Context: an optimization exercise on an open-source flow, tuned for small area. The choices shown serve that exercise and are no tape-out recipe.
Where RTL was checked, it was by simulation tests only, not by an equivalence proof against the original.

==> module imupg_fsm, before the edit <==
module imupg_fsm (
    input  logic                  clk,
    input  logic                  rst_n,
    input  logic                  step,
    input  logic [1:0]            pose,
    input  logic [16:0]           motion_n,      
    input  logic [31:0]           now,
    input  logic [5:0]            written,
    input  logic [16:0]           trigger_q,
    input  logic [16:0]           release_q,
    input  logic [15:0]           timeout_q,
    input  logic [15:0]           pose_hold_q,
    input  logic [16:0]           arm_q,
    input  logic [15:0]           neutral_q,
    output logic [1:0]            gesture_code,
    output logic [1:0]            phase_after
);
    logic [1:0]  phase_reg, phase_next;
    logic [1:0]  prev_pose_reg, prev_pose_next;    
    logic [31:0] stamp_reg;
    logic        stamp_load;
    logic        idle_reg, idle_next;              
    logic        fired_reg, fired_next;
    logic [15:0] since_n;
    logic [15:0] time_limit;
    logic        time_ok;
    logic [16:0] motion_limit;
    logic        motion_ge;
    logic sel_release, sel_neutral, sel_armed;
    logic neutral_hold_zero;
    assign sel_release = (phase_reg == imupg_pkg::PH_WAIT_RELEASE);
    assign sel_neutral = (phase_reg == imupg_pkg::PH_WAIT_NEUTRAL);
    assign sel_armed   = (phase_reg == imupg_pkg::PH_ARMED);
    assign time_limit = ({16{sel_release & written[2]}} & timeout_q)
                      | ({16{sel_release & ~written[2]}} & imupg_pkg::RST_RELEASE_TIMEOUT)
                      | ({16{sel_neutral & written[5]}} & neutral_q)
                      | ({16{sel_neutral & ~written[5]}} & imupg_pkg::RST_NEUTRAL_HOLD)
                      | ({16{~sel_release & ~sel_neutral & written[3]}} & pose_hold_q)
                      | ({16{~sel_release & ~sel_neutral & ~written[3]}} & imupg_pkg::RST_POSE_HOLD);
    assign neutral_hold_zero = written[5] && (neutral_q == 16'd0);
    always_comb
    begin
        logic [15:0] now_n, same, succ;
        logic        d, e, hi_zero0, hi_zero1, hi;
        now_n = ~now[15:0];
        d = 1'b0;
        for (int i = 0; i < 16; i++)
        begin
            since_n[i] = now_n[i] ^ stamp_reg[i] ^ d;
            d = (now_n[i] & stamp_reg[i]) | (now_n[i] & d) | (stamp_reg[i] & d);
        end
        same = ~(now[31:16] ^ stamp_reg[31:16]);
        succ[0] = ~same[0];
        for (int i = 1; i < 16; i++)
            succ[i] = ~(same[i] ^ (now[15+i] | same[i-1]));
        hi_zero0 = &same;
        hi_zero1 = &succ;
        hi = d ? ~hi_zero1 : ~hi_zero0;
        e = (phase_reg == imupg_pkg::PH_WAIT_RELEASE);
        for (int i = 0; i < 16; i++)
            e = (since_n[i] & time_limit[i]) | (since_n[i] & e) | (time_limit[i] & e);
        time_ok = hi | ~e;
    end
    assign motion_limit = ({17{sel_release & written[1]}} & release_q)
                        | ({17{sel_release & ~written[1]}} & imupg_pkg::RST_RELEASE_MOTION)
                        | ({17{sel_armed & written[0]}} & trigger_q)
                        | ({17{sel_armed & ~written[0]}} & imupg_pkg::RST_TRIGGER_MOTION)
                        | ({17{~sel_release & ~sel_armed & written[4]}} & arm_q)
                        | ({17{~sel_release & ~sel_armed & ~written[4]}} & imupg_pkg::RST_ARM_MOTION);
    always_comb
    begin
        logic e;
        e = (phase_reg == imupg_pkg::PH_ARMED);
        for (int i = 0; i < 17; i++)
            e = (motion_n[i] & motion_limit[i]) | (motion_n[i] & e) | (motion_limit[i] & e);
        motion_ge = ~e;
    end
    always_comb
    begin
        phase_next     = phase_reg;
        prev_pose_next = prev_pose_reg;
        idle_next      = idle_reg;
        fired_next     = 1'b0;
        stamp_load     = 1'b0;
        case (phase_reg)
            imupg_pkg::PH_WAIT_RELEASE:
            begin
                if (time_ok || !motion_ge)
                begin
                    phase_next = imupg_pkg::PH_WAIT_NEUTRAL;
                    stamp_load = 1'b1;
                    idle_next  = (now == 32'd0);
                end
            end
            imupg_pkg::PH_WAIT_NEUTRAL:
            begin
                if (pose == imupg_pkg::POSE_FLAT)
                begin
                    if (idle_reg ? neutral_hold_zero : time_ok)
                    begin
                        phase_next     = imupg_pkg::PH_WAIT_POSE;
                        prev_pose_next = imupg_pkg::POSE_FLAT;
                        stamp_load     = 1'b1;
                    end
                    else if (idle_reg)
                    begin
                        stamp_load = 1'b1;
                        idle_next  = (now == 32'd0);
                    end
                end
                else
                begin
                    idle_next = 1'b1;
                end
            end
            imupg_pkg::PH_WAIT_POSE:
            begin
                if (pose != prev_pose_reg)
                begin
                    prev_pose_next = pose;
                    stamp_load     = 1'b1;
                end
                else if (pose == imupg_pkg::POSE_FLAT || motion_ge)
                begin
                    stamp_load = 1'b1;
                end
                else if (time_ok)
                begin
                    phase_next = imupg_pkg::PH_ARMED;
                end
            end
            default:  
            begin
                if (motion_ge)
                begin
                    fired_next = 1'b1;
                    stamp_load = 1'b1;
                    phase_next = imupg_pkg::PH_WAIT_RELEASE;
                end
            end
        endcase
    end
    always_ff @(posedge clk or negedge rst_n)
    begin
        if (!rst_n)
        begin
            phase_reg     <= imupg_pkg::PH_WAIT_POSE;
            prev_pose_reg <= imupg_pkg::POSE_FLAT;
        end
        else if (step)
        begin
            phase_reg     <= phase_next;
            prev_pose_reg <= prev_pose_next;
        end
    end
    always_ff @(posedge clk)
    begin
        if (step)
        begin
            idle_reg  <= idle_next;
            fired_reg <= fired_next;
        end
        if (step && stamp_load)
            stamp_reg <= now;
    end
    assign gesture_code = fired_reg ? prev_pose_reg : 2'd0;
    assign phase_after  = phase_reg;
endmodule
clock: 10.0 ns
lec_check: 0
cap_margin: 20
core_margin: 2
core_utilization: 65
slew_margin: 20
standard.sh (not shown) runs the stock make flow with config.mk's settings and CLKGATE_MAP_FILE= SYNTH_SCRIPT=/design/flow/synth_recipe.tcl, a recipe that flattens the netlist after the stock synthesis.
==> flow/flow/run.sh <==
#!/bin/bash
# Layout: the standard flow (standard.sh), with changes that only shrink
# overhead cells: the port buffers are the smallest buffer, and CTS builds
# the clock tree from small clock buffers and adds no dummy loads.
# Synthesis, floorplan, power grid, tap cells, placement and routing are the
# standard ones.
set -euo pipefail
cd "$(dirname "$0")/.."
bash standard.sh \
    "BUFFER_PORTS_ARGS=-buffer_cell sky130_fd_sc_hd__buf_1" \
    "CTS_ARGS=-sink_clustering_enable -repair_clock_nets -dont_use_dummy_load -buf_list {sky130_fd_sc_hd__clkbuf_8} -root_buf sky130_fd_sc_hd__clkbuf_8" \
    finish > make_finish.log 2>&1
==> next run, changes <==
--- a/flow/design.v
+++ b/flow/design.v
@@ -182,6 +182,5 @@
     logic [31:0] stamp_reg;
     logic        stamp_load;
-    logic        idle_reg, idle_next;              
-    logic        fired_reg, fired_next;
+    logic        flag_reg, flag_next;
     logic [15:0] since_n;
     logic [15:0] time_limit;
@@ -219,8 +218,5 @@
         hi_zero1 = &succ;
         hi = d ? ~hi_zero1 : ~hi_zero0;
-        e = (phase_reg == imupg_pkg::PH_WAIT_RELEASE);
-        for (int i = 0; i < 16; i++)
-            e = (since_n[i] & time_limit[i]) | (since_n[i] & e) | (time_limit[i] & e);
-        time_ok = hi | ~e;
+        time_ok = hi | ((phase_reg == imupg_pkg::PH_WAIT_RELEASE) ? (~since_n > time_limit) : (~since_n >= time_limit));
     end
     assign motion_limit = ({17{sel_release & written[1]}} & release_q)
@@ -242,6 +238,5 @@
         phase_next     = phase_reg;
         prev_pose_next = prev_pose_reg;
-        idle_next      = idle_reg;
-        fired_next     = 1'b0;
+        flag_next      = 1'b0;
         stamp_load     = 1'b0;
         case (phase_reg)
@@ -252,5 +247,5 @@
                     phase_next = imupg_pkg::PH_WAIT_NEUTRAL;
                     stamp_load = 1'b1;
-                    idle_next  = (now == 32'd0);
+                    flag_next  = (now == 32'd0);
                 end
             end
@@ -259,5 +254,6 @@
                 if (pose == imupg_pkg::POSE_FLAT)
                 begin
-                    if (idle_reg ? neutral_hold_zero : time_ok)
+                    flag_next = flag_reg && (now == 32'd0);
+                    if (flag_reg ? neutral_hold_zero : time_ok)
                     begin
                         phase_next     = imupg_pkg::PH_WAIT_POSE;
@@ -265,13 +261,12 @@
                         stamp_load     = 1'b1;
                     end
-                    else if (idle_reg)
+                    else if (flag_reg)
                     begin
                         stamp_load = 1'b1;
-                        idle_next  = (now == 32'd0);
                     end
                 end
                 else
                 begin
-                    idle_next = 1'b1;
+                    flag_next = 1'b1;
                 end
             end
@@ -296,5 +291,5 @@
                 if (motion_ge)
                 begin
-                    fired_next = 1'b1;
+                    flag_next  = 1'b1;
                     stamp_load = 1'b1;
                     phase_next = imupg_pkg::PH_WAIT_RELEASE;
@@ -320,11 +315,10 @@
         if (step)
         begin
-            idle_reg  <= idle_next;
-            fired_reg <= fired_next;
+            flag_reg <= flag_next;
         end
         if (step && stamp_load)
             stamp_reg <= now;
     end
-    assign gesture_code = fired_reg ? prev_pose_reg : 2'd0;
+    assign gesture_code = (phase_reg == imupg_pkg::PH_WAIT_RELEASE && flag_reg) ? prev_pose_reg : 2'd0;
     assign phase_after  = phase_reg;
 endmodule
=>
- hold slack is better by 0.0098 ns
- sequential share of layout area came out higher by 0.30 points
- die area came out lower by 1.8%
- via count drops by 5.5%
- synthesized area falls by 1.9%
- global-route usage drops by 1.7 points
- register-to-register slack improves by 0.42 ns
- routed wire length is lower by 8.5%
For the first run of this note, only the layout was checked, not whether the RTL still works.

afterwards: timing with drivers on the ports:
The flow's constraints put no driver on any port. The routed layouts listed below were extracted and timed again, unchanged, in two steps. Step 1 sets driving cells, clkbuf_16 on the clock port and buf_2 on the other inputs (assumed; they add their load-dependent delay and slew). Step 2, shift: input delay + t, output delay - t, t = (earliest + latest rising clock arrival at the registers) / 2. This alone moves slack from input paths to output paths. Slacks: ideal / step 1 / step 2; pairs: ideal / step 1.
| run | shift t [ns] | setup slack, ns | slew at the worst register clock pin (ns) |
|---|---|---|---|
| the first run | 0.492 | 1.050 / 1.065 / 0.573 | 0.11 / 0.11 |
| the second run | 0.487 | 1.045 / 1.057 / 0.569 | 0.10 / 0.10 |
After both steps every run listed still meets setup and hold. The setup slack of the first run, which loses most, moves by +0.015 ns with the drivers and by -0.477 ns with both steps.
